Context: an optimization exercise on an open-source flow, tuned for small area and a short achievable clock period. The choices shown serve that exercise and are no tape-out recipe. Only simulation tests tie the RTL to the original design; equivalence was not proved. Power and IR drop assume default switching activity.

==> flow/design.v <==
module data_memory_sized #(
    parameter int DEPTH       = 32,
    parameter int ADDR_W      = 64,
    parameter int WAIT_CYCLES = 1
) (
    input  logic              clk,
    input  logic              reset,
    input  logic              req_valid,
    output logic              req_ready,
    input  logic              req_wr,
    input  logic [ADDR_W-1:0] req_addr,
    input  logic [1:0]        req_size,
    input  logic              req_unsigned,
    input  logic [63:0]       req_wdata,
    output logic              resp_valid,
    output logic [63:0]       resp_rdata,
    output logic              resp_err
);
    localparam int IDX_W = $clog2(DEPTH);
    logic idle_q, wait_q, exec_q, resp_q, rdy_q;
    always_ff @(posedge clk or posedge reset) begin
        if (reset) begin
            idle_q <= 1'b1;
            wait_q <= 1'b0;
            exec_q <= 1'b0;
            resp_q <= 1'b0;
            rdy_q  <= 1'b1;
        end else begin
            idle_q <= resp_q | (idle_q & ~req_valid);
            wait_q <= idle_q & req_valid;
            exec_q <= wait_q;
            resp_q <= exec_q;
            rdy_q  <= resp_q | (rdy_q & ~req_valid);
        end
    end
    assign req_ready  = rdy_q;
    assign resp_valid = resp_q;
    logic             mis_in;
    logic             oor_in;
    always_comb begin
        case (req_size)
            2'd1:    mis_in = req_addr[0];
            2'd2:    mis_in = |req_addr[1:0];
            2'd3:    mis_in = |req_addr[2:0];
            default: mis_in = 1'b0;
        endcase
    end
    assign oor_in = |req_addr[ADDR_W-1:IDX_W+3];
    logic [63:0]      wd1_q;
    logic [DEPTH-1:0] sel1_q;
    logic [2:0]       off1_q;
    logic [1:0]       size1_q;
    logic             uns1_q;
    logic             wr1_q;
    logic             err1_q;
    always_ff @(posedge clk) begin
        wd1_q   <= req_wdata;
        off1_q  <= req_addr[2:0];
        size1_q <= req_size;
        uns1_q  <= req_unsigned;
        wr1_q   <= req_wr;
        err1_q  <= oor_in | mis_in;
        for (int w = 0; w < DEPTH; w++) begin
            sel1_q[w] <= (req_addr[IDX_W+2:3] == w[IDX_W-1:0]);
        end
    end
    logic [DEPTH-1:0][63:0] mem_q;
    logic [DEPTH-1:0]       vld_q;
    logic [DEPTH-1:0]       wsel_q;    
    logic [63:0]            m_q;       
    always_ff @(posedge clk or posedge reset) begin
        if (reset) begin
            vld_q <= '0;
        end else begin
            vld_q <= vld_q | wsel_q;
        end
    end
    always_ff @(posedge clk) begin
        for (int w = 0; w < DEPTH; w++) begin
            if (wsel_q[w]) begin
                mem_q[w] <= m_q;
            end
        end
    end
    logic [63:0] old;
    always_comb begin
        logic [63:0] acc;
        acc = 64'd0;
        for (int w = 0; w < DEPTH; w++) begin
            acc = acc | (mem_q[w] & {64{sel1_q[w]}});
        end
        old = acc & {64{|(sel1_q & vld_q)}};
    end
    logic [63:0] merged;
    always_comb begin
        for (int j = 0; j < 8; j++) begin
            logic [2:0] src;
            logic       be;
            case (size1_q)
                2'd0:    begin src = 3'd0;           be = (off1_q == j[2:0]);      end
                2'd1:    begin src = {2'b00, j[0]};  be = (off1_q[2:1] == j[2:1]); end
                2'd2:    begin src = {1'b0, j[1:0]}; be = (off1_q[2] == j[2]);     end
                default: begin src = j[2:0];         be = 1'b1;                    end
            endcase
            merged[8*j +: 8] = (wr1_q && be) ? wd1_q[8*src +: 8] : old[8*j +: 8];
        end
    end
    logic [7:0] o8_q;      
    logic [3:0] o4_q;      
    logic       o2_q;      
    logic [1:0] size2_q;
    logic       uns2_q;
    logic       zero2_q;   
    logic       err2_q;
    always_ff @(posedge clk or posedge reset) begin
        if (reset) begin
            wsel_q <= '0;
        end else begin
            wsel_q <= sel1_q & {DEPTH{wait_q & wr1_q & ~err1_q}};
        end
    end
    always_ff @(posedge clk) begin
        m_q     <= merged;
        for (int k = 0; k < 8; k++) o8_q[k] <= (off1_q == k[2:0]);
        for (int k = 0; k < 4; k++) o4_q[k] <= (off1_q[2:1] == k[1:0]);
        o2_q    <= off1_q[2];
        size2_q <= size1_q;
        uns2_q  <= uns1_q;
        zero2_q <= wr1_q | err1_q;
        err2_q  <= err1_q;
    end
    logic [63:0] loaded;
    always_comb begin
        logic [7:0] b0, b1, b2, b3, fill;
        logic       sgn;
        b0 = 8'd0;
        for (int k = 0; k < 8; k++) b0 = b0 | (m_q[8*k +: 8] & {8{o8_q[k]}});
        b1 = 8'd0;
        for (int k = 0; k < 4; k++) b1 = b1 | (m_q[16*k+8 +: 8] & {8{o4_q[k]}});
        b2 = o2_q ? m_q[55:48] : m_q[23:16];
        b3 = o2_q ? m_q[63:56] : m_q[31:24];
        case (size2_q)
            2'd0:    sgn = b0[7];
            2'd1:    sgn = b1[7];
            default: sgn = b3[7];
        endcase
        fill = (uns2_q || size2_q == 2'd3) ? 8'd0 : {8{sgn}};
        loaded[7:0]   = b0;
        loaded[15:8]  = (size2_q != 2'd0) ? b1 : fill;
        loaded[31:16] = size2_q[1] ? {b3, b2} : {fill, fill};
        loaded[63:32] = (size2_q == 2'd3) ? m_q[63:32] : {4{fill}};
        if (zero2_q) loaded = 64'd0;
    end
    logic [63:0] rdata_q;
    logic        rerr_q;
    always_ff @(posedge clk) begin
        rdata_q <= loaded;
        rerr_q  <= err2_q;
    end
    assign resp_rdata = rdata_q;
    assign resp_err   = rerr_q;
endmodule
==> flow/run.sh <==
#!/bin/bash
# synth_recipe.tcl (not shown) runs the flow's synth.tcl, then flattens the netlist and writes it again
# the make line also repeats each setting of config.mk as NAME=value (left out here)
make -C /OpenROAD-flow-scripts/flow DESIGN_CONFIG=/design/flow/config.mk WORK_HOME=/design/flow/orfs CLKGATE_MAP_FILE= SYNTH_SCRIPT=/design/flow/synth_recipe.tcl finish
==> flow/config.mk <==
export PLATFORM = sky130hd
export DESIGN_NAME = data_memory_sized
export DESIGN_NICKNAME = data_memory_sized
export VERILOG_FILES = /design/flow/design.v
export SDC_FILE = /design/flow/constraint.sdc
export NUM_CORES = 4
export LEC_CHECK = 0
export CAP_MARGIN = 20
export CORE_MARGIN = 2
export CORE_UTILIZATION = 55
export PLACE_DENSITY = 0.65
export SETUP_SLACK_MARGIN = 3.0
export SLEW_MARGIN = 20
==> flow/constraint.sdc <==
create_clock -name core_clock -period 5.5 [get_ports {clk}]
set_input_delay 1.1000 -clock core_clock [delete_from_list [all_inputs] [get_ports {clk}]]
set_output_delay 1.1000 -clock core_clock [all_outputs]
set_load 0.01 [all_outputs]
==> summary.txt, run 1 <==
Clocking
The number of buffers between clock root and the deepest sink is 3. Clock-pin slew was measured on the worst setup and hold paths at about 60 ps. In this run, CTS created clock tree buffers numbering 223. The number of levels in the clock H-tree is 4.

TritonCTS built the clock tree. The CTS root buffer is sky130_fd_sc_hd__clkbuf_16. The number of sinks handled by clock tree synthesis is ~2400.

Buffers inserted to repair hold after CTS numbered 0. The clock latency of the later-clocked register in the worst-skew pair is just under 900 ps.

Floorplanning
The initial standard-cell utilization of the core is 55.4%. The overall die area is around 0.15 sq mm. 202 I/O pins were placed. The die is 392 um wide. The height of the die is around 390 um. The core area is 0.150 sq mm. The initialized floorplan defines 142 standard-cell rows.

Detailed routing
The final wirelength is 310 mm. In the routed design, unresolved DRC markers number 0. The routed via count is 53119. The initial detailed-routing violation count is 11109. The count of nets left with antenna violations once routing finished came out at 0. The wire length per cell is around 43 um.

The first detailed-routing pass took 8 iterations. After detailed routing, the number of vias per cell comes to 7.45.

GRT
The wire length of the first global-routing pass is 406 mm. The number of antenna violations at the first check in global routing is 18. The pin count of the biggest net entering global routing is 65. The number of global-route vias before repair is 49191.

The overall overflow remaining after global route is 0. The total routing resource utilization after global routing is between 30 and 40%.

Min path
The end of the worst hold path is rerr_q. The class of the tightest hold or removal check is reg2reg. The worst hold path passes through 0 cells. The source of the worst hold timing path is err2_q.

Timing
Setup repair after global routing could not meet its margin everywhere. Hold timing on the final database bottoms out at a slack of 327 ps. The count of endpoints failing hold in the final timing report is 0. Timing would allow up to 375 MHz. Setup violations remaining at the end of the flow were counted as 0. The final critical-path share of the clock period is 48.5%.

The worst clock skew on the final layout is approximately 37 ps. The post-layout minimum cycle time is 2670 ps. In the final timing run, aggregate negative setup slack is 0 ps. Setup slack on the critical path of the routed design comes to around 2800 ps. The final max-slew violation count is 0. The worst pin sits at a relative slew slack of 14.9%. The slew at the pin with the worst max-slew slack is 1280 ps.

Setup path
The worst reg-to-reg path cell count is 7. The signal arrival time at the worst endpoint is ~3400 ps. The category of the most critical setup path is reg2reg. The register-to-register path setup slack is 2830 ps. Data on the critical path is required at its endpoint by 6260 ps. The terminus of the critical flop-to-flop path is m_q[62]. The startpoint of the worst register-to-register path is sel1_q[26]. The startpoint kind of the worst setup timing path is a flip-flop. The endpoint type of the worst setup path is a flip-flop. Along the worst path, the maximum fanout reaches 14. The source of the critical timing path is sel1_q[26].

Yosys
After synthesis, the share of flip-flops with an asynchronous set or reset is 2.91%. The total nets after synthesis is 4714. The yosys synthesis warning count is 1. The leading register cell type out of synthesis is sky130_fd_sc_hd__edfxtp_1. The share of synthesized area occupied by flip-flops and latches is between 80% and 90%. The netlist uses 53 different library cells. The cell area after technology mapping is 0.0829 sq mm. The mean cell area of the mapped netlist is 18.1 sq um. The number of synthesized register bits is 2368.

Counting flops with a built-in enable in the synthesized netlist gives 2048. The number of instances in the synthesized netlist is roughly 4600.

Power and ir drop
In this run switching power makes up 21.2% of total power. Internal power comes to 28.2 mW. The overall power after layout is 35.8 mW. The static leakage is 34.5 nW. The analysis attributes to net switching a power of roughly 7.6 mW. Per report_power, the sequential group accounts for 55.1% of the total. The proportion of power drawn by combinational gates is 2.4%. The worst-case IR drop observed on VDD is ~340 uV.

The share of total power dissipated in the clock network is between 40 and 50%. The power per cell area is 376 mW/mm^2.

Place
The pre-CTS worst setup slack is 2330 ps. The count of buffers added on input and output ports is 201. The post-DP HPWL is between 150 and 200 mm. The last weighted congestion value of the routability-driven placer is 0.934.

Finish
From synthesis to final layout, the design area changed by 15.0%. The share of post-route cells with drive strength above 1 is 14.3%. In the final design database the tool counted 5039 nets.

Run status
The run finished with no timing, DRC or antenna violations.

Flow run
Across the run, the number of max-cap violations was 0.
[registers in the layout, indices dropped and copies added (netlist names), 2 cells and up]
| register | flops |
|---|---|
| m_q | 64 |
| mem_q | 2048 |
| o4_q | 4 |
| o8_q | 8 |
| off1_q | 3 |
| rdata_q | 64 |
| sel1_q | 32 |
| size1_q | 2 |
| size2_q | 2 |
| vld_q | 32 |
| wd1_q | 64 |
| wsel_q | 32 |
[worst max path at each step]
stage	to	slack (ps)
2_1_floorplan	mem_q[0]	3480
3_3_place_gp	m_q[61]	2030
3_5_place_dp	m_q[62]	2330
4_1_cts	req_ready	2840
5_1_grt	req_ready	2850
6_report	m_q[62]	2830
[synth_stat cells, types with 50 or more instances]
| master | n | area share (%) |
|---|---|---|
| sky130_fd_sc_hd__edfxtp_1 | 2048 | 74 |
| sky130_fd_sc_hd__dfxtp_1 | 251 | 6.1 |
| sky130_fd_sc_hd__dfrtp_1 | 67 | 2.0 |
| sky130_fd_sc_hd__clkbuf_1 | 105 | 0.48 |
| sky130_fd_sc_hd__buf_2 | 101 | 0.61 |
| sky130_fd_sc_hd__nor2_1 | 53 | 0.24 |
| sky130_fd_sc_hd__nor4_1 | 78 | 0.59 |
| sky130_fd_sc_hd__mux2i_1 | 50 | 0.60 |
| sky130_fd_sc_hd__nand4_1 | 262 | 2.0 |
| sky130_fd_sc_hd__nand2_1 | 71 | 0.32 |
| sky130_fd_sc_hd__a22oi_1 | 1074 | 9.7 |
| sky130_fd_sc_hd__buf_1 | 71 | 0.32 |
[logic make-up (layout without fill, tap and decap cells)]
family / Yosys count / after routing / synth area share [%]
mux: 58 / 58 / 0.712
compound gates: 1256 / 1256 / 11.2
flops: 2368 / 2368 / 82.3
simple gates: 601 / 601 / 4.20
other cells: 0 / 10 / 0
buf+inv: 296 / 820 / 1.52
[power by group through the flow]
stage / clock network, mW / logic [mW] / registers [mW]
after floorplan: 0 / 0.251 / 20.1
after global placement: 0 / 0.769 / 20.1
after detailed placement: 0 / 0.784 / 20.1
after CTS: 15.2 / 0.796 / 19.7
after global routing: 15.9 / 0.869 / 19.7
final: 15.2 / 0.868 / 19.7
[routing by layer]
metal  track usage (%)  share of wire [%]
met4              16.0                5.5
met2              56.7                 42
met3              14.3                 18
met1              54.4                 34
met5                 0              0.033
[per-stage QoR]
| stage | instance area, sq um | util (%) | cells |
|---|---|---|---|
| after floorplan | 82900 | - | 4579 |
| after global placement | 87900 | 58.7 | 6675 |
| after detailed placement | 87900 | 58.7 | 6677 |
| after CTS | 95000 | 63.4 | 7106 |
| after global routing | 95300 | 63.7 | 7119 |
| final | 95400 | 63.7 | 7129 |
[worst max-delay path, cell delays in order (launching register included)]
cell and delay, ps:
sky130_fd_sc_hd__dfxtp_4 570, sky130_fd_sc_hd__buf_4 350, sky130_fd_sc_hd__buf_4 240, sky130_fd_sc_hd__a22oi_1 180
sky130_fd_sc_hd__nand4_1 240, sky130_fd_sc_hd__nor4_4 560, sky130_fd_sc_hd__nor2_1 110, sky130_fd_sc_hd__mux2_2 280
[layout make-up]
cell class / instances / area, sq um
sequential: 2368 / 68500
inverter: 14 / 56.3
timing repair buffer: 382 / 3510
tap: 2016 / 2520
multi-input combinational: 1915 / 13500
antenna: 10 / 25.0
clock buffer: 327 / 6210
clock inverter: 97 / 998
fill: 10304 / 54400
[what timing repair did]
item                                    in CTS  in global routing
endpoints found under the setup margin     173                 27
pin swaps                                    0                  3
buffers inserted                             5                 10
gates resized for setup                    293                 21
cloned                                       0                  3
[layout by cell type, fill, tap and decap left out, drive strengths merged, types with 7 or more instances in the layout]
cell type / Yosys / layout
buf: 175 / 245
clkinv: 0 / 67
mux2: 8 / 8
o31ai: 29 / 29
bufinv: 0 / 13
edfxtp: 2048 / 2048
a22oi: 1079 / 1079
clkinvlp: 0 / 8
nor2b: 9 / 9
dfrtp: 67 / 67
clkbuf: 107 / 330
and2: 38 / 38
a221oi: 8 / 8
nor2: 55 / 55
or3: 28 / 28
diode: 0 / 10
o211ai: 16 / 16
dfxtp: 251 / 251
a21oi: 46 / 46
mux2i: 50 / 50
a21boi: 15 / 15
clkdlybuf4s50: 0 / 134
nand2: 71 / 71
a21o: 8 / 8
nor4: 80 / 80
inv: 14 / 23
a41oi: 7 / 7
o21ai: 36 / 36
or2: 40 / 40
nand4: 263 / 263
==> run 2: changes to the inputs <==
--- a/flow/config.mk
+++ b/flow/config.mk
@@ -9,4 +9,6 @@
 export CORE_MARGIN = 2
-export CORE_UTILIZATION = 55
-export PLACE_DENSITY = 0.65
+export CORE_UTILIZATION = 60
+export CTS_CLUSTER_DIAMETER = 60
+export CTS_CLUSTER_SIZE = 30
+export PLACE_DENSITY = 0.8
 export SETUP_SLACK_MARGIN = 3.0
==> run 2 against run 1 <==
Net effect:
- combinational power increased by 2%
- sequential power about the same
- setup slack got worse by 7.2 ps
- cell count decreased by 5.5%
- first-iteration DRC count increased by 17%
- maximum frequency decreased by 0.27%
- critical endpoint is now m_q[31]
- total power decreased by 12%
- critical path depth decreased by 2
- still clean on timing, DRC and antenna
==> summary.txt, run 2 <==
GRT
The first global-routing pass estimated ~400 mm of wire. The total overflow left after global routing is 0. The number of antenna violations at the first check in global routing is 17. For this run, the total global-route usage over all layers was measured as 41.6%. The number of global-route vias before repair came to approximately 50000. The pin count of the biggest net entering global routing is 65.

Setup path
STA classifies the critical path endpoint as a flip-flop. Walking the worst path, the cells encountered are nor2b_1 > o21ai_1 > nor2_1 > or3_1 > o21ai_0. The startpoint kind of the worst setup timing path is a flip-flop. The startpoint of the worst register-to-register path is off1_q[2]. For this run, the slowest stage of the critical path takes 850 ps. The cell family contributing the most delay on the critical path is simple AND/OR/NAND/NOR gates. The category of the most critical setup path is reg2reg. In this run the worst path has a maximum fanout of 10. Measured in cells, the most critical reg-to-reg path has a length of 5.

Together, buffers and inverters on the worst path number 0. At the worst endpoint, the required time is 6200 ps. The terminus of the critical flop-to-flop path is m_q[31]. Among all stages on the critical path, the largest delay is contributed by sky130_fd_sc_hd__nor2b_1. The register-to-register path setup slack is 2820 ps. For the worst setup path, the data arrival time is 3380 ps.

Yosys
The number of enable flip-flop cells after synthesis is 2048. The mapped netlist covers around 0.083 sq mm. The mean cell area of the mapped netlist is 18.1 sq um. In the synthesized netlist the dominant register cell turns out to be sky130_fd_sc_hd__edfxtp_1. The number of nets in the synthesized netlist is 4714. Of the total synthesized cell area, the portion taken by AND, OR, NAND and NOR gates is 4.20%. The area share of fa/ha/maj cells after synthesis is 0%. For this run, the number of Yosys warnings is 1. The cell type contributing the most total cell area after synthesis is sky130_fd_sc_hd__edfxtp_1. In the synthesized netlist, the cells that appear most often are sky130_fd_sc_hd__edfxtp_1 (2048), sky130_fd_sc_hd__a22oi_1 (1074), sky130_fd_sc_hd__nand4_1 (262). The number of synthesized register bits is 2368. Among all cell types in the netlist, the one instantiated most often is sky130_fd_sc_hd__edfxtp_1.

The area share of the largest cell type after synthesis is 74.2%. The portion of netlist area occupied by mux cells is 0.712%. After technology mapping, the gate count stands at about 4600. Counting flops with an async set or reset pin after synthesis yields a share of under 10%. Yosys attributes the largest share of cell area to sky130_fd_sc_hd__edfxtp_1 (74%), sky130_fd_sc_hd__a22oi_1 (9.7%), sky130_fd_sc_hd__dfxtp_1 (6.1%). The fraction of synthesized cell area in xor and xnor cells is 0%. The synthesized-area fraction occupied by ao, oa, aoi and oai cells is 11.2%. Summing the sequential cell areas from Yosys gives 82.3% of the chip area.

The unique cell type count in the Yosys netlist is 53. The largest family of logic cells by synthesized area is compound AO/OA/AOI/OAI gates.

Finish
The post-route netlist has 13.5% of its cells at a drive strength greater than 1. The register with the highest flop count is mem_q. The finished cells cover 0.0928 sq mm. The leading cell type in the layout, fill and taps excluded is sky130_fd_sc_hd__edfxtp_1. The filler cells instantiated in the layout total 8134.

The number of nets in the final layout is 4946. The layout overhead on the synthesized area is 12.0%. Leaving out fill and tap cells, the most frequent cells in the layout are sky130_fd_sc_hd__edfxtp_1 (2048), sky130_fd_sc_hd__a22oi_1 (1074), sky130_fd_sc_hd__nand4_1 (262). For this run, the number of standard cells in the final layout without fillers is 6739. The register with the most flip-flops in the layout has between 2000 and 2500 of them.

Timing
In this run the tightest slew margin relative to its limit is 16.4%. The setup total negative slack is 0 ps. The worst clock skew on the final layout is 53.1 ps. The final max-slew violation count is 0.

The count of endpoints failing hold in the final timing report is 0. The number of setup violations in the final report is 0. The slew at the pin with the worst max-slew slack is 1250 ps.

Setup repair after global routing could not meet its margin everywhere. The final critical-path share of the clock period is between 40% and 50%. The highest achievable clock rate is about 370 MHz. The clock period could shrink to 2680 ps.

Detailed routing
The final wirelength is 301 mm. In the routed layout, each cell is associated on average with a via count of between 8 and 9. The routed layout has 54283 vias. The total iterations of the first detailed-routing run is 12. Dividing the detail-routed wire length by the instance count gives ~45 um. In the routed design, unresolved DRC markers number 0. For this block, the initial DRC count from the detailed router was 13025. The count of nets left with antenna violations once routing finished came out at 0.

Run status
The flow ran to the end and the layout has no timing, DRC or antenna violations.

Clocking
The number of levels in the clock H-tree is 3. The clock tree from TritonCTS is done. The TritonCTS buffer count is 120. Counting every sink on the clock net gives 2368. The number of buffers between clock root and the deepest sink is 3. The number of buffers added to fix hold violations after cts is 0. The CTS root buffer is sky130_fd_sc_hd__clkbuf_16. For the worst-skew pair, the clock arrives at the later sink with an insertion delay of 830 ps. The clock transition at the register clock pins on the worst setup and hold paths after CTS is around 100 ps.

Power and ir drop
The worst-case IR drop observed on VDD is between 200 and 300 uV. The static leakage is 33.2 nW. After layout, the design draws a total of 31.5 mW.

In this run the power density over the cells is 340 mW/mm^2.

Min path
The source of the worst hold timing path is uns1_q. The instance count along the most critical hold path is 0. The class of the tightest hold or removal check is reg2reg.

The path with the worst hold slack has its endpoint at uns2_q.

Floorplanning
The top-level port count is 202. From left edge to right edge, the die measures 376 um. The initial standard-cell utilization of the core is 60.4%. The floorplan step defined a core boundary enclosing between 0.1 and 0.15 sq mm. In this run the core area contains between 100 and 150 standard-cell rows. The die covers 0.141 sq mm. From bottom edge to top edge, the die measures about 380 um.

Place
After legalization and detailed placement, the total HPWL measured 153 mm. At the end of routability-driven placement, the weighted congestion stood at 1.07. The count of port buffers added during placement is 201. The number of placed instances with taps included is 6445.

Summing all placed instances gives a cell area of just under 0.09 sq mm.

Flow run
The tool flagged a number of max-cap violations equal to 0.
==> run 2: changes by cell type in the layout (fill, tap and decap cells not counted), moves of 17 or more <==
cell,previous run,this run
sky130_fd_sc_hd__clkbuf_16,228,125
sky130_fd_sc_hd__clkbuf_1,78,8
sky130_fd_sc_hd__buf_2,64,5
sky130_fd_sc_hd__clkdlybuf4s15_2,0,26
sky130_fd_sc_hd__clkinv_2,31,5
sky130_fd_sc_hd__nor4_1,65,41
sky130_fd_sc_hd__clkinv_1,27,4
sky130_fd_sc_hd__clkbuf_2,4,22
sky130_fd_sc_hd__diode_2,10,27
==> run 2: worst max-delay path by stage <==
stage | slack, ps | cells after the start | start | end
detailed placement | 2530 | 7 | sel1_q[28] | m_q[11]
floorplan | 3480 | 0 | wsel_q[0] | mem_q[0]
global route | 2920 | 1 | rdy_q | req_ready
finish | 2820 | 5 | off1_q[2] | m_q[31]
CTS | 2750 | 1 | rdy_q | req_ready
global placement | 2300 | 7 | sel1_q[28] | m_q[8]
==> run 2: cell type report <==
class	count	area, sq um	share of cell area, %
Clock buffer	137	3210	3.46
Antenna cell	27	67.6	0.0728
Multi-Input combinational cell	1915	13800	14.8
Sequential cell	2368	68500	73.8
Timing Repair Buffer	392	3770	4.06
Inverter	14	56.3	0.0607
Clock inverter	92	1170	1.26
Tap cell	1794	2240	2.42
==> run 2: timing repair <==
action | CTS | global route
pin swaps | 0 | 1
resized for setup | 212 | 55
setup buffers | 19 | 18
setup endpoints to repair | 152 | 91
==> run 2: metal layers <==
layer  GRT usage (%)  part of all wire [%]  wire, um
met5            4.29                  0.51      1530
met4            25.4                   8.9     27000
met1            51.5                    28     84900
met2            57.1                    40    120000
met3            22.5                    22     67700
==> run 2: worst reg2reg max path: cells and delay by family, from the launching register on <==
kind,cells,cell delay (ps)
AOI/OAI and AO/OA,2,400
and+or+nand+nor,3,1650
DFF,1,540
==> run 2: cell families after synthesis <==
group	Yosys count
buffers and inverters	296
DFF	2368
AOI/OAI and AO/OA	1256
and+or+nand+nor	601
muxes	58
==> run 2: power by group <==
| part | internal, mW | switching, mW | total [mW] | leakage [nW] |
|---|---|---|---|---|
| clock | 4.73 | 6.18 | 10.9 | 2.11 |
| combinational | 0.235 | 0.653 | 0.887 | 5.32 |
| sequential | 19.5 | 0.231 | 19.7 | 25.8 |
==> run 2: through the flow <==
stage,hold WS [ps],utilization (%),setup WS [ps]
6_report,339,67.6,2820
5_1_grt,351,67.6,2920
4_1_cts,339,67.4,2750
3_5_place_dp,315,63.7,2530
3_3_place_gp,315,63.7,2300
2_1_floorplan,310,-,3480
==> run 3: changes to the inputs <==
--- a/flow/design.v
+++ b/flow/design.v
@@ -19,3 +19,3 @@
     localparam int IDX_W = $clog2(DEPTH);
-    logic idle_q, wait_q, exec_q, resp_q, rdy_q;
+    logic idle_q, wait_q, exec_q, resp_q, busy_q;
     always_ff @(posedge clk or posedge reset) begin
@@ -26,3 +26,3 @@
             resp_q <= 1'b0;
-            rdy_q  <= 1'b1;
+            busy_q <= 1'b0;
         end else begin
@@ -32,7 +32,9 @@
             resp_q <= exec_q;
-            rdy_q  <= resp_q | (rdy_q & ~req_valid);
+            busy_q <= ~resp_q & (busy_q | req_valid);
         end
     end
-    assign req_ready  = rdy_q;
+    assign req_ready  = ~busy_q;
     assign resp_valid = resp_q;
+    logic [DEPTH-1:0][63:0] mem_q;
+    logic [DEPTH-1:0]       vld_q;
     logic             mis_in;
@@ -48,4 +50,20 @@
     assign oor_in = |req_addr[ADDR_W-1:IDX_W+3];
+    logic [7:0] be_in;
+    logic [3:0] keep_in;
+    always_comb begin
+        for (int j = 0; j < 8; j++) begin
+            case (req_size)
+                2'd0:    be_in[j] = (req_addr[2:0] == j[2:0]);
+                2'd1:    be_in[j] = (req_addr[2:1] == j[2:1]);
+                2'd2:    be_in[j] = (req_addr[2] == j[2]);
+                default: be_in[j] = 1'b1;
+            endcase
+        end
+        for (int g = 0; g < 4; g++) begin
+            keep_in[g] = ~(req_wr & be_in[2*g] & be_in[2*g+1]);
+        end
+    end
     logic [63:0]      wd1_q;
-    logic [DEPTH-1:0] sel1_q;
+    logic [4*DEPTH-1:0] rsel1_q;      
+    logic [IDX_W-1:0] idx1_q;
     logic [2:0]       off1_q;
@@ -62,8 +80,9 @@
         err1_q  <= oor_in | mis_in;
-        for (int w = 0; w < DEPTH; w++) begin
-            sel1_q[w] <= (req_addr[IDX_W+2:3] == w[IDX_W-1:0]);
+        idx1_q  <= req_addr[IDX_W+2:3];
+        for (int g = 0; g < 4; g++) begin
+            for (int w = 0; w < DEPTH; w++) begin
+                rsel1_q[g*DEPTH+w] <= (req_addr[IDX_W+2:3] == w[IDX_W-1:0]) & vld_q[w] & keep_in[g];
+            end
         end
     end
-    logic [DEPTH-1:0][63:0] mem_q;
-    logic [DEPTH-1:0]       vld_q;
     logic [DEPTH-1:0]       wsel_q;    
@@ -89,5 +108,8 @@
         for (int w = 0; w < DEPTH; w++) begin
-            acc = acc | (mem_q[w] & {64{sel1_q[w]}});
+            logic [63:0] word, rs;
+            word = mem_q[w];
+            for (int g = 0; g < 4; g++) rs[16*g +: 16] = {16{rsel1_q[g*DEPTH+w]}};
+            acc = acc | (word & rs);
         end
-        old = acc & {64{|(sel1_q & vld_q)}};
+        old = acc;
     end
@@ -118,3 +140,5 @@
         end else begin
-            wsel_q <= sel1_q & {DEPTH{wait_q & wr1_q & ~err1_q}};
+            for (int w = 0; w < DEPTH; w++) begin
+                wsel_q[w] <= wait_q & wr1_q & ~err1_q & (idx1_q == w[IDX_W-1:0]);
+            end
         end
==> run 3 against run 2 <==
Net effect:
- total power is 3.4% higher
- core utilization is 0.47 points lower
- clock-buffer cell count is 10 higher
- clock power is 6% higher
- via count is 0.77% higher
- sequential power is 4% higher
- cell count is 4.7% higher
- flip-flop and latch count is 101 higher
- non-clock buffer count is 26 higher
- global-route usage is 1.4 points lower
- highest routed layer unchanged
==> summary.txt, run 3 <==
Clocking
Clock-pin slew was measured on the worst setup and hold paths at 100 ps. The number of buffers added to fix hold violations after cts is 0. TritonCTS built the clock tree. The CTS root buffer is sky130_fd_sc_hd__clkbuf_16. The setup fix buffers added after clock tree synthesis is 0. The number of sinks handled by clock tree synthesis is 2469.

Clock tree synthesis inserted a total of roughly 130 buffers. Counting along the longest clock path gives a buffer depth of 3. The number of levels in the clock H-tree is 4.

For the worst-skew pair, the clock arrives at the later sink with an insertion delay of 820 ps.

Run status
The run finished with no timing, DRC or antenna violations.

Yosys
The cell type contributing the most total cell area after synthesis is sky130_fd_sc_hd__edfxtp_1. By count the netlist is led by sky130_fd_sc_hd__edfxtp_1 (2048), sky130_fd_sc_hd__a22oi_1 (1060), sky130_fd_sc_hd__dfxtp_1 (352). The number of enable flip-flop cells after synthesis is between 2000 and 2500. In the synthesized netlist the async set-or-reset flop fraction comes to around 2.8%. The mean cell area of the mapped netlist is 17.8 sq um. The total nets after synthesis is 4955. The cell area after technology mapping is ~0.086 sq mm. The number of synthesized register bits is 2469.

After technology mapping, the gate count stands at 4820. The yosys synthesis warning count is 1. The leading register cell type out of synthesis is sky130_fd_sc_hd__edfxtp_1. The share of synthesized area occupied by flip-flops and latches is between 80% and 90%. After synthesis, the cell types taking the most area are sky130_fd_sc_hd__edfxtp_1 (72%), sky130_fd_sc_hd__a22oi_1 (9.3%), sky130_fd_sc_hd__dfxtp_1 (8.2%).

The area share of the largest cell type after synthesis is 71.8%. The most common cell in the synthesized netlist is sky130_fd_sc_hd__edfxtp_1. The number of different library cells used by synthesis comes to 51.

Timing
The worst path needs 2650 ps of the cycle, external delays included. Timing would allow up to 378 MHz. The number of setup violations in the final report is 0. Across all setup checks in the final design, the least slack found is between 2000 and 3000 ps. The worst slew margin relative to its limit is approximately an eighth. The final max-slew violation count is 0. The count of endpoints failing hold in the final timing report is 0. Setup total negative slack on the finished layout was measured at 0 ps.

Final hold analysis gives a worst-case slack of roughly 330 ps. For the pin with the worst max-slew slack, the measured transition is 1320 ps. Dividing the final minimum period by the clock period gives between 40% and 50%. Setup repair after global routing left no endpoint under its margin.

The worst clock skew on the final layout is around 40 ps.

GRT
The total routing resource utilization after global routing is 40.2%. Global routing finished with a remaining overflow of 0. The pin count of the biggest net entering global routing is 50. The first global-routing pass estimated 400 mm of wire.

The number of antenna violations at the first check in global routing came to 23. The number of global-route vias before repair is 50988.

Finish
The number of flip-flops in the largest register is 2048. The leading cell type in the layout, fill and taps excluded is sky130_fd_sc_hd__edfxtp_1. The register with the highest flop count is mem_q.

The share of the core filled with cells is 67.1%. The largest registers in the layout are mem_q (2048), rsel1_q (128). The layout overhead on the synthesized area is 10.9%.

The final-layout fill cell count is 8841. The share of post-route cells with drive strength above 1 is roughly 13%. The number of nets in the final layout is slightly above 5000. Leaving out fill and tap cells, the most frequent cells in the layout are sky130_fd_sc_hd__edfxtp_1 (2048), sky130_fd_sc_hd__a22oi_1 (1060), sky130_fd_sc_hd__dfxtp_1 (291).

Detailed routing
After detailed routing, the total wire length is between 200 and 300 mm. In the final routed layout, each cell accounts on average for 42.2 um. After detailed routing, the number of remaining DRC violations is 0. The final route contains 54700 vias. Using the TritonRoute via totals, the vias-per-cell ratio works out to between 7 and 8.

After the first detailed-routing iteration, the DRC count stood at 12620. In this run the remaining antenna-violating nets after routing total 0. The total iterations of the first detailed-routing run is 13.

Flow run
Across the run, the number of max-cap violations was 0.

Setup path
Traced cell by cell, the critical path runs through a22oi_1 > nand4_1 > nor4_1 > mux2i_1. The critical-path maximum fanout is 16. The worst-path cell with the longest stage delay is sky130_fd_sc_hd__nor4_1.

The largest stage delay on the critical path is 970 ps. The worst setup path is launched from a flip-flop. By startpoint and endpoint, the worst setup path is classified as reg2reg. The endpoint type of the worst setup path is a flip-flop. The worst endpoint required time is 6140 ps.

The register-to-register path setup slack is 2850 ps. At the worst endpoint, the arrival time is 3290 ps.

Power and ir drop
The clock network fraction of design power is ~35%. Internal power comes to 25.6 mW. The switching portion of total power is 21.5%.

The static leakage is 34.3 nW. Registers are responsible for 62.8% of the overall power. The analysis attributes to net switching a power of roughly 7.0 mW. The overall power after layout is 32.6 mW. The maximum vdd ir drop is between 300 and 400 uV. Power spread over the standard cell area amounts to 343 mW/mm^2.

In this run, the combinational gates consume 1.8% of the power.

Min path
The class of the tightest hold or removal check is reg2reg.

Floorplanning
Once the floorplan was initialized, standard cells occupied around three fifths of the core. The die covers 0.146 sq mm. The horizontal die dimension is 382 um. The core area is 0.142 sq mm. The top-level port count is 202. The floorplan has 138 rows.

In this run the vertical extent of the chip is about 380 um.

Place
The post-DP HPWL is 158 mm. The last weighted congestion value of the routability-driven placer is 1.01. The pre-CTS worst setup slack is ~2100 ps.

The count of port buffers added during placement is roughly 200.
run 3: cell types whose count changed after synthesis, moves of 17 or more:
cell,delta
sky130_fd_sc_hd__buf_1,-69
sky130_fd_sc_hd__nor2_1,+117
sky130_fd_sc_hd__or3_1,-28
sky130_fd_sc_hd__and2_1,-30
sky130_fd_sc_hd__buf_2,-65
sky130_fd_sc_hd__dfxtp_1,+101
sky130_fd_sc_hd__o31ai_1,-29
sky130_fd_sc_hd__mux2i_1,+48
sky130_fd_sc_hd__nand2_1,-17
sky130_fd_sc_hd__buf_6,+22
sky130_fd_sc_hd__clkbuf_1,+142
sky130_fd_sc_hd__nand3_1,+32
run 3: layer usage:
| metal | wire length (um) | track usage, % |
|---|---|---|
| met5 | 818 | 3.01 |
| met4 | 24700 | 23.6 |
| met3 | 60900 | 18.8 |
| met2 | 121000 | 55.8 |
| met1 | 90400 | 51.8 |
run 3: final timing paths:
kind | cells past startpoint | endpoint | from
max | 4 | m_q[9] | rsel1_q[13]
min | 0 | rerr_q | err2_q
max reg2reg | 4 | m_q[9] | rsel1_q[13]
min reg2reg | 0 | rerr_q | err2_q
max in group asynchronous | 3 | wsel_q[18] | reset
min in group asynchronous | 2 | wsel_q[1] | reset
run 3: area by class of cell:
type | instances | area, sq um | area share (%)
sequential | 2469 | 70500 | 74.2
multi-input combinational | 2017 | 14000 | 14.7
clock buffer | 147 | 3550 | 3.74
timing repair buffer | 418 | 3450 | 3.63
tap | 1890 | 2360 | 2.49
clock inverter | 91 | 1100 | 1.15
inverter | 10 | 41.3 | 0.0434
antenna | 15 | 37.5 | 0.0395
run 3: through the flow:
step | cells | area [sq um]
6_report | 7057 | 95000
5_1_grt | 7042 | 95000
4_1_cts | 7040 | 95000
3_5_place_dp | 6802 | 90400
3_3_place_gp | 6801 | 90300
2_1_floorplan | 4820 | 85700
run 3: timing repair:
item | CTS | global route
cloned | 0 | 0
setup endpoints to repair | 137 | 49
resized for setup | 289 | 19
pin swaps | 0 | 0
run 3: cells by family (layout without fill, tap and decap cells):
group | Yosys count | after routing | synth area share (%)
and+or+nand+nor | 703 | 703 | 4.47
AOI/OAI and AO/OA | 1204 | 1204 | 10.4
other | 0 | 15 | 0
DFF | 2469 | 2469 | 82.0
muxes | 110 | 110 | 1.31
buffers and inverters | 334 | 666 | 1.77
run 3: critical path, delay by kind of cell (launching register included):
kind,cells,cell delay [ps]
DFF,1,770
AOI/OAI and AO/OA,1,390
muxes,1,180
and+or+nand+nor,2,1140
run 3: power by group through the flow:
stage / sequential (mW) / clock (mW) / combinational (mW)
after floorplan: 20.8 / 0 / 0.190
after global placement: 20.9 / 0 / 0.528
after detailed placement: 20.9 / 0 / 0.546
after CTS: 20.4 / 11.5 / 0.549
after global routing: 20.5 / 12.1 / 0.594
final: 20.5 / 11.6 / 0.591
==> run 4: changes to the inputs <==
--- a/flow/config.mk
+++ b/flow/config.mk
@@ -9,7 +9,7 @@
 export CORE_MARGIN = 2
-export CORE_UTILIZATION = 60
+export CORE_UTILIZATION = 55
 export CTS_CLUSTER_DIAMETER = 60
 export CTS_CLUSTER_SIZE = 30
-export PLACE_DENSITY = 0.8
-export SETUP_SLACK_MARGIN = 3.0
+export PLACE_DENSITY = 0.65
+export SETUP_SLACK_MARGIN = 3.4
 export SLEW_MARGIN = 20
==> run 4 against run 3 <==
Net effect:
- routed wire length up 5.2%
- setup slack improved by 160 ps
- clock-buffer cell count grew 13
- global-route usage shrank 1.1 points
- worst hold slack better by 21 ps
- via count down 3.1%
- cell area grew 1.8%
==> summary.txt, run 4 <==
Clocking
The number of levels in the clock H-tree is 4. The clock latency of the later-clocked register in the worst-skew pair is just over 800 ps. For this design, the sink count on the clock tree is 2469.

The CTS root buffer is sky130_fd_sc_hd__clkbuf_16. The number of buffers between clock root and the deepest sink is 3. Buffers inserted during clock tree synthesis total about 140. TritonCTS built the clock tree.

After clock tree synthesis, the clock-pin slew on the worst setup and hold paths is around 80 ps. Buffers inserted to repair hold after CTS numbered 0.

Setup path
The number of buffers and inverters on the critical path is 1. The critical-path maximum fanout is 1. The critical path goes through buf_6. The largest individual stage delay along the critical path comes from the cell sky130_fd_sc_hd__dfxtp_4. STA classifies the critical path endpoint as an output port. Across all register-to-register paths, the minimum setup slack is 3320 ps. The critical path is of the reg2out type. The largest stage delay on the critical path is approximately 440 ps. The worst register-to-register path begins at wsel_q[22]. At the worst endpoint, the required time is roughly 4400 ps. The worst reg-to-reg path cell count is 1. The worst setup path is launched from a flip-flop. The terminus of the critical flop-to-flop path is mem_q[1424]. The signal arrival time at the worst endpoint is about 1400 ps. The kind of cell adding the most delay to the critical path is flip-flops.

Power and ir drop
The design draws 33.3 mW. In this run, the combinational gates consume approximately 1.9% of the power. The sequential cell fraction of total power is 61.4%. The maximum vdd ir drop is 317 uV. The power per cell area is 345 mW/mm^2.

In this run the static leakage power is 34.9 nW. The switching portion of total power is 21.9%. The internal power consumption is 26.0 mW. The clock network fraction of design power is 36.8%. For this design the total switching power over the nets is roughly 7.3 mW.

Yosys
Sorting the synthesized cells by area gives the leading types as sky130_fd_sc_hd__edfxtp_1 (72%), sky130_fd_sc_hd__a22oi_1 (9.3%), sky130_fd_sc_hd__dfxtp_1 (8.2%). Synthesis produced 4820 cells. Counting flops and latches in the post-synthesis netlist gives 2469. The total nets after synthesis is 4955.

Sequential cells were found to cover 82.0% of the synthesized design area. The yosys synthesis warning count is 1. After synthesis, the largest area contributor takes up 71.8% of total cell area. sky130_fd_sc_hd__edfxtp_1 takes more of the synthesized area than any other cell. The cell area after technology mapping is 0.0857 sq mm. Among all flip-flop cells after synthesis, the most frequent one is sky130_fd_sc_hd__edfxtp_1. sky130_fd_sc_hd__edfxtp_1 is the most common cell in the netlist. Counting distinct cell types in the post-synthesis netlist gives 51.

The mean cell area of the mapped netlist is approximately 18 sq um. The commonest cells after synthesis are sky130_fd_sc_hd__edfxtp_1 (2048), sky130_fd_sc_hd__a22oi_1 (1060), sky130_fd_sc_hd__dfxtp_1 (352). For this run, asynchronously set or reset flops after synthesis account for 2.79%. Yosys mapped a number of flops with a built-in enable equal to 2048.

Floorplanning
The top-level port count is 202. In this run the standard cell core region covers 0.154 sq mm. The die covers 0.159 sq mm. For this configuration, the core starts out at a cell density of 55.5%.

The horizontal die dimension is 399 um. The height of the die is 399 um. The standard-cell row count is 144.

Finish
The library cells used most frequently in the layout, excluding fill and tap cells, are sky130_fd_sc_hd__edfxtp_1 (2048), sky130_fd_sc_hd__a22oi_1 (1055), sky130_fd_sc_hd__dfxtp_1 (254). mem_q holds more flip-flops than any other register. The leading cell type in the layout, fill and taps excluded is sky130_fd_sc_hd__edfxtp_1. The number of nets in the final layout is between 5000 and 6000. In the final layout, the registers with the most flip-flops are mem_q (2048), rsel1_q (128). Excluding fillers, the count of instances in the completed layout stands at 7251. The register with the most flip-flops in the layout has 2048 of them.

Relative to the synthesized area, the layout overhead comes to 12.9%. The share of post-route cells with drive strength above 1 is 16.0%.

Timing
The worst pin sits at a relative slew slack of between 15 and 20%. For the finished layout, the period the worst path requires is 2490 ps. Summed over all failing endpoints, the final setup total negative slack is 0 ps. Dividing the final minimum period by the clock period gives 45.2%.

The slew at the pin with the worst max-slew slack is 1240 ps. Setup violations remaining at the end of the flow were counted as 0. The final max-slew violation count is 0.

After layout, the worst setup slack is 3010 ps. The clock arrives with between 30 and 40 ps of skew. The count of endpoints failing hold in the final timing report is 0.

For this run, the top clock speed supported by timing is about 400 MHz. Setup repair after global routing could not meet its margin everywhere.

Min path
The source of the worst hold timing path is err2_q. The class of the tightest hold or removal check is reg2reg. The instance count along the most critical hold path is 0. The end of the worst hold path is rerr_q.

GRT
The number of antenna violations at the first check in global routing came to 11. The wire length of the first global-routing pass is 418 mm. The pin count of the biggest net entering global routing is 50.

After global routing the overflow that remains totals 0. The number of global-route vias before repair was 49204. In the global route stage, overall resource usage came out at between 30% and 40%.

Place
Input and output buffers added on the ports amount to between 200 and 250. The HPWL after detailed placement is 166 mm. The number of placed instances with taps included is 6962.

Timing analysis after detailed placement gives a worst setup slack of about 2200 ps. The congestion estimate from routability-driven global placement came to 0.974.

Detailed routing
After detailed routing, the average wire length per cell comes to 43.2 um. The detailed-route vias per instance is 7.31. The detailed router finished its first iteration with 10099 violations. Across all layers, the routed design uses about 53000 vias. The detail route stage leaves a number of antenna-violating nets equal to 0. After detailed routing, the number of remaining DRC violations is 0. The final wirelength is around 310 mm. Before antenna repair, the detailed router went through 8 iterations.

Run status
The flow ran to the end and the layout has no timing, DRC or antenna violations.

Flow run
The number of maximum-capacitance violations is 0.
[run 4: cell type report]
cell class | instances | area, sq um
sequential | 2469 | 70600
multi-input combinational | 2018 | 14400
clock buffer | 160 | 3790
tap | 2044 | 2560
inverter | 10 | 42.5
antenna | 4 | 10.0
timing repair buffer | 446 | 4230
fill | 10867 | 57600
clock inverter | 100 | 1210
[run 4: power by group through the flow]
stage          sequential [mW]  combinational (mW)  clock [mW]
3_3_place_gp              20.9               0.547           0
3_5_place_dp              20.9               0.562           0
4_1_cts                   20.4               0.581        12.3
6_report                  20.5               0.617        12.3
5_1_grt                   20.5               0.635        12.9
2_1_floorplan             20.8               0.190           0
[run 4: metal layers]
layer  vias to the layer above  track usage (%)  part of all wire [%]
met2                      4892             57.3                    43
met1                     27048             54.4                    35
met4                        13             17.7                   5.6
met5                         -                0                 0.042
met3                       858             12.0                    16
li1                      20180                -                     -
[run 4: kinds of logic after synthesis]
family / share of synthesized area (%)
compound gates: 10.4
flops: 82.0
buf+inv: 1.77
mux: 1.31
simple gates: 4.47
[run 4: worst max path at each step]
stage                            start       endpoint  depth (start not counted)
final                       rdata_q[2]  resp_rdata[2]                          1
after detailed placement    size1_q[0]        m_q[18]                          5
after global routing            busy_q      req_ready                          2
after CTS                       busy_q      req_ready                          2
after floorplan           req_addr[25]         err1_q                          4
after global placement     req_addr[3]    rsel1_q[69]                          4
[run 4: stage by stage]
stage / instance area, sq um / hold WS, ps / utilization [%]
after CTS: 96400 / 345 / 62.4
after floorplan: 85700 / 310 / -
after detailed placement: 90700 / 328 / 58.7
after global routing: 96800 / 353 / 62.7
final: 96800 / 351 / 62.7
after global placement: 90600 / 315 / 58.7
[run 4: repair_timing]
action	CTS	global route
resized for setup	459	68
setup buffers	18	5
endpoints found under the hold margin	0	0
pin swaps	2	5
endpoints found under the setup margin	1074	157
gates cloned	1	1
==> run 5: changes to the inputs <==
--- a/flow/design.v
+++ b/flow/design.v
@@ -28,3 +28,3 @@
         end else begin
-            idle_q <= resp_q | (idle_q & ~req_valid);
+            idle_q <= ~(wait_q | exec_q | (idle_q & req_valid));
             wait_q <= idle_q & req_valid;
@@ -32,3 +32,3 @@
             resp_q <= exec_q;
-            busy_q <= ~resp_q & (busy_q | req_valid);
+            busy_q <= wait_q | exec_q | (~busy_q & req_valid);
         end
==> run 5 against run 4 <==
Net effect:
- worst hold slack lost 3.6 ps
- critical path type unchanged
- flip-flop and latch count is the same
- setup slack gained 61 ps
- maximum frequency grew 2.5%
- still clean
- synthesized cell count is the same
- critical path depth is the same
- highest routed layer unchanged
==> summary.txt, run 5 <==
Setup path
Traced cell by cell, the critical path runs through buf_6. The signal arrival time at the worst endpoint is 1320 ps. For this run, the slowest stage of the critical path takes 400 ps. The startpoint kind of the worst setup timing path is a flip-flop. The terminus of the critical flop-to-flop path is mem_q[582]. STA puts the critical path data required time at 4400 ps. Along the worst path, the maximum fanout reaches 1. The worst-path cell with the longest stage delay is sky130_fd_sc_hd__dfxtp_4. The worst reg-to-reg path cell count is 1. Broken down by cell family, the worst path's largest delay share belongs to flip-flops. STA classifies the critical path endpoint as an output port.

For flop-to-flop paths, the worst setup slack is 3330 ps. The startpoint of the worst register-to-register path is wsel_q[9]. The setup path with the least slack is of type reg2out. The number of buffers and inverters on the critical path is 1.

GRT
The overall overflow remaining after global route is 0. The first global-routing pass estimated 419 mm of wire. The number of antenna violations at the first check in global routing is 13.

Entering global routing, the biggest net connects 70 pins. The number of global-route vias before repair is 49244. The total routing resource utilization after global routing is 39.3%.

Yosys
The commonest cells after synthesis are sky130_fd_sc_hd__edfxtp_1 (2048), sky130_fd_sc_hd__a22oi_1 (1053), sky130_fd_sc_hd__dfxtp_1 (352). The cell count after synthesis came out at 4820. For this run, asynchronously set or reset flops after synthesis account for 2.79%. The netlist uses 53 different library cells.

By area the synthesized netlist is led by sky130_fd_sc_hd__edfxtp_1 (72%), sky130_fd_sc_hd__a22oi_1 (9.2%), sky130_fd_sc_hd__dfxtp_1 (8.2%). The mean cell area of the mapped netlist is 17.8 sq um. The leading register cell type out of synthesis is sky130_fd_sc_hd__edfxtp_1.

The number of synthesized register bits is around 2500. sky130_fd_sc_hd__edfxtp_1 takes more of the synthesized area than any other cell. The total nets after synthesis is between 4000 and 5000.

The yosys synthesis warning count is 1. The share of synthesized area occupied by flip-flops and latches is 81.8%. The area share of the largest cell type after synthesis is 71.6%. Among all cell types in the netlist, the one instantiated most often is sky130_fd_sc_hd__edfxtp_1. Yosys mapped a number of flops with a built-in enable equal to 2048. The cell area after technology mapping is 0.0859 sq mm.

Clocking
Counting every sink on the clock net gives 2469. The clock transition at the register clock pins on the worst setup and hold paths after CTS is 100 ps. Counting along the longest clock path gives a buffer depth of 3. The later pin in the worst-skew pair is clocked with a latency of 810 ps. Counting the buffers created by CTS gives 138. The CTS root buffer is sky130_fd_sc_hd__clkbuf_16. The clock tree from TritonCTS is done. The H-tree generated during clock tree synthesis spans 4 levels.

For this design, the CTS-stage hold fixing added 0 buffers.

Timing
For the final routed database, the setup TNS stands at 0 ps. The number of setup violations in the final report is 0. The final max-slew violation count is 0. For the pin with the worst max-slew slack, the measured transition is 1230 ps.

The post-layout minimum cycle time is approximately 2400 ps. Setup repair after global routing could not meet its margin everywhere. Of the available clock period, the critical path in the final layout requires 44.1%. The worst path setup slack after routing is 3080 ps. The final worst hold slack is 348 ps. The highest achievable clock rate is 412 MHz. The count of endpoints failing hold in the final timing report is 0. The clock arrives with 39.0 ps of skew. The worst slew margin relative to its limit is 18.0%.

Finish
Fill cells in the final layout number 11063. The largest registers in the layout are mem_q (2048), rsel1_q (128). With fillers left out, the area of the finished cells amounts to 0.0967 sq mm.

The share of post-route cells with drive strength above 1 is about 17%. The register with the most flip-flops in the layout has a little over 2000 of them. The library cell used most frequently in the layout, excluding fill and tap cells, is sky130_fd_sc_hd__edfxtp_1. The register with the most flip-flops in the final layout is mem_q. The net count of the finished layout is 5215. The top cell types in the final layout, fill and taps aside, are sky130_fd_sc_hd__edfxtp_1 (2048), sky130_fd_sc_hd__a22oi_1 (1048), sky130_fd_sc_hd__dfxtp_1 (252). From synthesis to final layout, the design area changed by 12.5%.

Detailed routing
The detailed router finished its first iteration with around 10000 violations. The wire length per cell is 43.4 um. The detailed router placed 53575 vias in this run. Wires add up to 315 mm. The total iterations of the first detailed-routing run is 7. In the routed design, unresolved DRC markers number 0. Once detail routing completed, the nets flagged for antenna violations numbered 0. Using the TritonRoute via totals, the vias-per-cell ratio works out to approximately 7.4.

Power and ir drop
The internal power consumption is 26.0 mW. The sequential cell fraction of total power is 61.5%. The power per cell area is 345 mW/mm^2. VDD sags by at most 370 uV. The static leakage is approximately 35 nW. In this run switching power makes up 21.9% of total power. The overall power after layout is 33.3 mW.

The proportion of power drawn by combinational gates is ~1.8%. The clock network burns around 37% of the power. The net load switching power is 7.31 mW.

Floorplanning
The overall die area is 0.159 sq mm. During I/O placement, the number of pins put on the boundary was 202. Once the floorplan was initialized, standard cells occupied 55.2% of the core.

The die is 399 um wide. The core area is around 0.16 sq mm. The height of the die is 399 um. In this run the core area contains 145 standard-cell rows.

Place
The post-DP HPWL is 168 mm. Summing all placed instances gives a cell area of 0.0908 sq mm. The pre-CTS worst setup slack is 1870 ps. At the end of routability-driven placement, the weighted congestion stood at 0.979. During placement, the flow inserted port buffers numbering between 200 and 250.

Flow run
The number of maximum-capacitance violations is 0.

Min path
In this run the most critical hold path is launched from err2_q. The class of the tightest hold or removal check is reg2reg. The end of the worst hold path is rerr_q. The worst hold path was traced through 0 stages.

Run status
The flow ran to the end and the layout has no timing, DRC or antenna violations.
-- run 5: cell families (layout without fill, tap and decap cells) --
kind of cell / count (synthesis) / count (layout) / share of synthesized area, %
compound gates: 1204 / 1204 / 10.5
buf+inv: 333 / 709 / 1.89
mux: 107 / 107 / 1.27
other cells: 0 / 16 / 0
flops: 2469 / 2469 / 81.8
simple gates: 707 / 707 / 4.52
-- run 5: timing repair --
item | in CTS | in global routing
buffers inserted | 12 | 3
gates cloned | 1 | 0
hold endpoints to repair | 0 | 0
pin swaps | 22 | 15
setup endpoints to repair | 1011 | 223
gates resized for setup | 587 | 84
-- run 5: area by class of cell --
cell class | count | area, sq um | share of cell area [%]
Multi-Input combinational cell | 2018 | 14400 | 14.9
Inverter | 9 | 42.5 | 0.0440
Sequential cell | 2469 | 70600 | 73.0
Antenna cell | 16 | 40.0 | 0.0414
Clock buffer | 155 | 3730 | 3.86
Tap cell | 2058 | 2570 | 2.66
Timing Repair Buffer | 444 | 4030 | 4.17
Clock inverter | 101 | 1240 | 1.28
-- run 5: power by group through the flow --
stage	Clock [mW]	Combinational, mW	Sequential (mW)
global route	12.8	0.623	20.5
finish	12.2	0.604	20.5
detailed placement	0	0.564	20.9
floorplan	0	0.202	20.8
global placement	0	0.550	20.9
CTS	12.2	0.569	20.5
-- run 5: per-stage QoR --
| step | cells | utilization (%) |
|---|---|---|
| after floorplan | 4820 | - |
| after global placement | 6981 | 58.3 |
| after detailed placement | 6982 | 58.3 |
| after CTS | 7251 | 61.9 |
| after global routing | 7254 | 62.1 |
| final | 7270 | 62.1 |
-- run 5: routing by layer --
metal / share of wire (%) / up-vias / track usage, %
li1: - / 20188 / -
met1: 35 / 27463 / 54.4
met2: 43 / 4999 / 56.5
met3: 17 / 907 / 14.2
met4: 5.4 / 18 / 16.9
met5: 0.072 / - / 0.242
-- run 5: worst max-delay path by stage --
stage	startpoint	endpoint	slack (ps)	cells past startpoint
3_3_place_gp	req_addr[48]	err1_q	1820	5
5_1_grt	busy_q	req_ready	3040	2
4_1_cts	busy_q	req_ready	3020	2
2_1_floorplan	req_addr[25]	err1_q	3450	4
3_5_place_dp	req_addr[24]	err1_q	1870	5
6_report	rdata_q[27]	resp_rdata[27]	3080	1
==> run 6: changes to the inputs <==
--- a/flow/config.mk
+++ b/flow/config.mk
@@ -13,3 +13,3 @@
 export PLACE_DENSITY = 0.65
-export SETUP_SLACK_MARGIN = 3.4
+export SETUP_SLACK_MARGIN = 3.6
 export SLEW_MARGIN = 20
==> run 6 against run 5 <==
Net effect:
- sequential share of layout area down 1.5 points
- via count increased by 1.8%
- non-clock buffer count is 97 higher
- combinational power grew 13%
- total power is 1.4% lower
- clock skew is 8.6 ps higher
- cell count grew 1.1%
- core utilization is 1.4 points higher
- die area stayed put
- global-route usage is 0.88 points higher
- critical path type unchanged
==> summary.txt, run 6 <==
Setup path
The kind of cell adding the most delay to the critical path is flip-flops. The startpoint kind of the worst setup timing path is a flip-flop. The category of the most critical setup path is reg2out.

The worst-path cell with the longest stage delay is sky130_fd_sc_hd__dfxtp_4. The endpoint type of the worst setup path is an output port. Traced cell by cell, the critical path runs through buf_6. The largest stage delay on the critical path is 460 ps.

The number of buffers and inverters on the critical path is 1. The critical-path maximum fanout is 1. The signal arrival time at the worst endpoint is 1420 ps. The worst endpoint required time is about 4400 ps.

GRT
The number of antenna violations at the first check in global routing came to 18. The total routing resource utilization after global routing is 40.2%. The pin count of the biggest net entering global routing is 51. The wire length of the first global-routing pass is 428 mm. The number of global-route vias before repair is 49253. The overall overflow remaining after global route is 0.

Clocking
The CTS root buffer is sky130_fd_sc_hd__clkbuf_16. After clock tree synthesis, the clock-pin slew on the worst setup and hold paths is about 100 ps. Clock tree synthesis found a total of 2469 sinks. Buffers inserted during clock tree synthesis total 137. The H-tree was split into 4 levels. The clock latency of the later-clocked register in the worst-skew pair is just over 800 ps. In this run the deepest clock path goes through 3 buffers. The clock tree from TritonCTS is done.

Floorplanning
The standard-cell row count is around 150. Measured along the y axis, the die boundary spans between 300 and 400 um. The core area is 0.156 sq mm. The die covers 0.159 sq mm. For this configuration, the core starts out at a cell density of 55.2%. The horizontal die dimension is 399 um. Pin placement for this block handled 202 I/O pins.

Detailed routing
The total iterations of the first detailed-routing run is 8. In this run the remaining antenna-violating nets after routing total 0. The wire length per cell is 44.1 um. Detailed routing inserted a total of 54518 vias. For this block, the initial DRC count from the detailed router was approximately 11000. The DRC violations left is 0. After detailed routing, the number of vias per cell comes to 7.42. The final wirelength is 324 mm.

Finish
The layout overhead on the synthesized area is 15.0%. The share of the core filled with cells is 63.5%. The register with the most flip-flops in the layout has 2048 of them. The register with the highest flop count is mem_q.

The share of post-route cells with drive strength above 1 is 19.5%. The number of nets in the final layout is 5312. The leading cell type in the layout, fill and taps excluded is sky130_fd_sc_hd__edfxtp_1.

Once layout is done, the placed cells without fillers occupy 0.0988 sq mm. The library cells used most frequently in the layout, excluding fill and tap cells, are sky130_fd_sc_hd__edfxtp_1 (2048), sky130_fd_sc_hd__a22oi_1 (996), sky130_fd_sc_hd__nand4_1 (246). Fill cells in the final layout number 10788.

The largest registers in the layout are mem_q (2048), rsel1_q (128).

Yosys
The largest total area in the synthesized netlist belongs to sky130_fd_sc_hd__edfxtp_1. Dividing the synthesized area by the synthesized cell count gives 17.8 sq um. The top cell type by area accounts for 71.6% of the synthesized area. Sequential cells were found to cover between 80% and 90% of the synthesized design area. The number of synthesized register bits is 2469.

The most common cell in the synthesized netlist is sky130_fd_sc_hd__edfxtp_1. Synthesis handed over a netlist of around 4800 instances. The yosys synthesis warning count is 1. The async set-reset flop share out of synthesis is under 10%. By area the synthesized netlist is led by sky130_fd_sc_hd__edfxtp_1 (72%), sky130_fd_sc_hd__a22oi_1 (9.2%), sky130_fd_sc_hd__dfxtp_1 (8.2%). After synthesis the cells add up to 0.0859 sq mm. The number of enable flip-flop cells after synthesis is about 2000. The unique cell type count in the Yosys netlist is 53. The total nets after synthesis is ~5000. The commonest cells after synthesis are sky130_fd_sc_hd__edfxtp_1 (2048), sky130_fd_sc_hd__a22oi_1 (1053), sky130_fd_sc_hd__dfxtp_1 (352). Among all flip-flop cells after synthesis, the most frequent one is sky130_fd_sc_hd__edfxtp_1.

Power and ir drop
The power per cell area is 332 mW/mm^2. The static leakage is 35.6 nW. The maximum vdd ir drop is about 370 uV. The overall power after layout is ~33 mW.

Timing
The slew at the pin with the worst max-slew slack is 997 ps. The worst slew margin relative to its limit is 33.4%. Setup repair after global routing could not meet its margin everywhere.

Adding up every negative setup slack in the final design gives 0 ps. The final max-slew violation count is 0. Across the routed clock network, the largest skew measured is 47.6 ps. The number of setup violations in the final report is 0. Of the available clock period, the critical path in the final layout requires 45.8%. The count of endpoints failing hold in the final timing report is 0. After layout, the minimum clock period comes to roughly 2500 ps.

Timing would allow up to a little under 400 MHz. On the final layout, the worst hold slack is 334 ps.

Place
After detailed placement, the total cell area comes to around 0.09 sq mm. The congestion estimate from routability-driven global placement came to 0.998. The count of buffers added on input and output ports is 201. After legalization and detailed placement, the total HPWL measured 171 mm.

Flow run
The number of maximum-capacitance violations is 0.

Run status
The flow ran to the end and the layout has no timing, DRC or antenna violations.

Min path
The tightest min-delay check is of the reg2reg type.
==> run 6: per-stage QoR <==
step                worst slack [ps]  instances
finish                          2980       7352
global route                    2970       7346
CTS                             2980       7277
detailed placement              2210       6966
global placement                2300       6963
floorplan                       3470       4820
==> run 6: power breakdown <==
group,total [mW],switching (mW),leakage [nW],internal (mW)
Combinational,0.680,0.447,6.94,0.233
Sequential,20.4,0.189,26.4,20.3
Clock,11.7,6.54,2.26,5.18
Total,32.8,7.18,35.6,25.7
==> run 6: timing repair <==
action,CTS,global route
gates resized for setup,631,175
pin swaps,33,38
hold endpoints to repair,0,0
hold buffers,0,0
setup buffers,60,65
setup endpoints to repair,1239,237
gates cloned,2,3
==> run 6: worst register-to-register path: stages, from the launching register on <==
cell,delay (ps)
sky130_fd_sc_hd__dfxtp_1,330
sky130_fd_sc_hd__buf_8,200
sky130_fd_sc_hd__a22oi_2,190
sky130_fd_sc_hd__nand4_1,190
sky130_fd_sc_hd__nor4_4,750
sky130_fd_sc_hd__mux2i_1,190
==> run 6: worst paths after layout <==
kind	startpoint	to	slack (ps)	cells past startpoint
worst max-delay path	rdata_q[24]	resp_rdata[24]	2980	1
worst min-delay path	err2_q	rerr_q	330	0
worst max register to register	rsel1_q[24]	m_q[12]	3500	5
worst min register to register	err2_q	rerr_q	330	0
max in group asynchronous	reset	wsel_q[6]	3820	3
min in group asynchronous	reset	busy_q	610	2
==> run 6: logic make-up (layout without fill, tap and decap cells) <==
family                 after synthesis  after routing  synth area share (%)
muxes                              107            107                  1.27
AOI/OAI and AO/OA                 1204           1205                  10.5
and+or+nand+nor                    707            707                  4.52
buffers and inverters              333            799                  1.89
DFF                               2469           2469                  81.8
other                                0              7                     0
==> run 6: cell type report <==
cell class                 count  area (sq um)  area share (%)
sequential                  2469         70700            71.5
multi-input combinational   2019         15000            15.2
timing repair buffer         541          5840            5.91
clock buffer                 147          3540            3.58
tap                         2058          2570            2.61
clock inverter               102          1090            1.11
inverter                       9          42.5          0.0431
antenna                        7          17.5          0.0177
==> run 6: routing by layer <==
layer / routed length [um] / global-route usage, %
met1: 109000 / 55.3
met3: 55700 / 12.5
met5: 445 / 0.969
met4: 22600 / 21.1
met2: 137000 / 57.9
==> run 7: changes to the inputs <==
--- a/flow/config.mk
+++ b/flow/config.mk
@@ -9,7 +9,7 @@
 export CORE_MARGIN = 2
-export CORE_UTILIZATION = 55
+export CORE_UTILIZATION = 60
 export CTS_CLUSTER_DIAMETER = 60
 export CTS_CLUSTER_SIZE = 30
-export PLACE_DENSITY = 0.65
-export SETUP_SLACK_MARGIN = 3.6
+export PLACE_DENSITY = 0.7
+export SETUP_SLACK_MARGIN = 3.4
 export SLEW_MARGIN = 20
==> run 7 against run 6 <==
Net effect:
- first-iteration DRC count fell by 5.6%
- area after synthesis did not move
- non-clock buffer count fell by 104
- synthesized cell count did not move
- core utilization rose by 4.8 points
==> summary.txt, run 7 <==
Run status
The flow ran to the end and the layout has no timing, DRC or antenna violations.

Yosys
By area the synthesized netlist is led by sky130_fd_sc_hd__edfxtp_1 (72%), sky130_fd_sc_hd__a22oi_1 (9.2%), sky130_fd_sc_hd__dfxtp_1 (8.2%). After technology mapping, the gate count stands at 4820. The cell type contributing the most total cell area after synthesis is sky130_fd_sc_hd__edfxtp_1. Ranked by instance count, the synthesized netlist is headed by sky130_fd_sc_hd__edfxtp_1 (2048), sky130_fd_sc_hd__a22oi_1 (1053), sky130_fd_sc_hd__dfxtp_1 (352). In this run the mean area of a mapped cell was 17.8 sq um. The yosys synthesis warning count is 1. The most common cell in the synthesized netlist is sky130_fd_sc_hd__edfxtp_1.

Counting flops and latches in the post-synthesis netlist gives 2469. The unique cell type count in the Yosys netlist is 53. For this run, the leading register cell type out of synthesis is sky130_fd_sc_hd__edfxtp_1. The area share of the largest cell type after synthesis is 71.6%. Counting flops with a built-in enable in the synthesized netlist gives 2048.

Finish
Of the cells placed in the final design, the portion with a size suffix greater than 1 is 16.3%. The library cell used most frequently in the layout, excluding fill and tap cells, is sky130_fd_sc_hd__edfxtp_1. The filler cells instantiated in the layout total 9230. The layout overhead on the synthesized area is 12.6%. In the layout the commonest cells are sky130_fd_sc_hd__edfxtp_1 (2048), sky130_fd_sc_hd__a22oi_1 (1048), sky130_fd_sc_hd__dfxtp_1 (254). The register with the most flip-flops in the layout has 2048 of them.

Power and ir drop
The net load switching power is 7.38 mW. The clock network fraction of design power is between 30 and 40%. Combinational logic burns under 10% of the power.

The analysis attributes to cell leakage a power of approximately 35 nW. In this run the power density over the cells is 345 mW/mm^2. Cell internal power was estimated by the tool at 26.0 mW. Net switching is approximately 22% of the power. Per report_power, the sequential group accounts for 61.4% of the total. The worst-case IR drop observed on VDD is 324 uV.

Floorplanning
The die is 382 um tall. The die is roughly 380 um wide. The initial standard-cell utilization of the core is 60.6%. The core area is 0.142 sq mm. The floorplan step defined a die boundary enclosing 0.146 sq mm. The top-level port count is slightly above 200. In this run the core area contains 138 standard-cell rows.

Min path
The class of the tightest hold or removal check is reg2reg.

Place
Timing analysis after detailed placement gives a worst setup slack of approximately 2100 ps. In this run the tool buffered the top-level ports with roughly 200 buffer cells. In this run, placement finished with an instance count of 6808. At the end of routability-driven placement, the weighted congestion stood at about 1. Summed over all nets, the half-perimeter wirelength after detailed placement is 164 mm.

Detailed routing
The routed via count is approximately 54000. Wires add up to 306 mm. Detailed routing placed a total of 131 mm of wire on met2. The routed length on met1 is 102 mm. The residual antenna-violating net count after detailed routing is 0. The initial detailed-routing violation count is roughly 11000. Routed signal wires occupy layers up through met5.

Timing
Setup repair after global routing could not meet its margin everywhere. The post-layout minimum cycle time is roughly 2500 ps. The count of endpoints failing hold in the final timing report came to 0. Clock skew on the completed layout was measured at ~44 ps. The final max-slew violation count was 0. The slew at the pin with the worst max-slew slack is about 1200 ps. The final worst hold slack is between 300 and 400 ps.

Clocking
The clock transition at the register clock pins on the worst setup and hold paths after CTS is 90 ps. The number of buffers between clock root and the deepest sink is 3. In this run, CTS created clock tree buffers numbering 140. The CTS root buffer is sky130_fd_sc_hd__clkbuf_16. The number of levels in the clock H-tree is 4. The tree built by TritonCTS fans out to 2469 sinks. TritonCTS built the clock tree. After clock tree synthesis, the flow added hold-fix buffers numbering 0. The clock latency of the later-clocked register in the worst-skew pair is approximately 850 ps.

Setup path
STA classifies the critical path startpoint as a flip-flop. The critical path in this run is classified as reg2out.

GRT
For this run the aggregate overflow at the end of global routing stands at 0. The wire length of the first global-routing pass is roughly 400 mm. For this run, the total global-route usage over all layers was measured as 41.6%.

The number of global-route vias before repair is roughly 50000.

Flow run
The number of maximum-capacitance violations is 0.
==> run 7: cell counts after synthesis <==
Identical to the previous run, type by type.
==> run 7: power groups by stage <==
stage	combinational, mW	clock (mW)	sequential (mW)
after CTS	0.594	12.2	20.5
after floorplan	0.202	0	20.8
after detailed placement	0.587	0	20.9
final	0.639	12.2	20.5
after global routing	0.653	12.9	20.5
after global placement	0.571	0	20.9
==> run 7: logic make-up after synthesis <==
group	share of synthesized area (%)
multiplexers	1.27
flip-flops	81.8
buffers and inverters	1.89
AND/OR/NAND/NOR	4.52
AO/OA/AOI/OAI	10.5
==> run 7: critical path: stages (launching register included) <==
cell	delay [ps]
sky130_fd_sc_hd__dfrtp_1	390
sky130_fd_sc_hd__inv_2	70
sky130_fd_sc_hd__buf_6	100
==> run 7: timing repair <==
item / 4_1_cts / 5_1_grt
endpoints found under the setup margin: 1184 / 181
pin swaps: 8 / 24
setup buffers: 11 / 4
gates cloned: 0 / 0
resized for setup: 487 / 82
==> run 7: cell type report <==
type | count | area (sq um) | area share [%]
multi-input combinational | 2018 | 14400 | 14.9
inverter | 9 | 42.5 | 0.0440
tap | 1890 | 2360 | 2.45
timing repair buffer | 437 | 4160 | 4.31
sequential | 2469 | 70600 | 73.0
antenna | 14 | 35.0 | 0.0362
clock buffer | 155 | 3840 | 3.97
clock inverter | 106 | 1240 | 1.28
==> run 7: per-layer routing <==
| metal | vias to the layer above | track usage [%] |
|---|---|---|
| li1 | 20184 | - |
| met1 | 26847 | 56.3 |
| met2 | 5416 | 59.4 |
| met3 | 1155 | 15.5 |
| met4 | 26 | 21.5 |
| met5 | - | 0.827 |
==> run 7: final timing paths <==
check	slack, ps	depth (start not counted)	start	end
setup reg to reg	3290	5	size1_q[0]	m_q[50]
hold reg to reg	340	0	err2_q	rerr_q
min in group asynchronous	630	2	reset	wsel_q[31]
setup / recovery	3020	2	busy_q	req_ready
max in group asynchronous	3860	3	reset	wsel_q[4]
hold / removal	340	0	err2_q	rerr_q
==> run 7: metrics by stage <==
stage               util, %  power, mW  cell area (sq um)
finish                 68.2       33.4              96700
global placement       63.8       21.5              90500
floorplan                 -       21.0              85900
global route           68.2       34.0              96700
CTS                    67.9       33.3              96300
detailed placement     63.9       21.5              90500

Re-timed with assumed drivers on the ports (clkbuf_16 on the clock, buf_2 on other inputs), run 7 has 2.933 ns of setup slack against 3.017 ns with ideal ports, and 2.455 ns once port delays also move by the mid clock arrival of 0.907 ns.
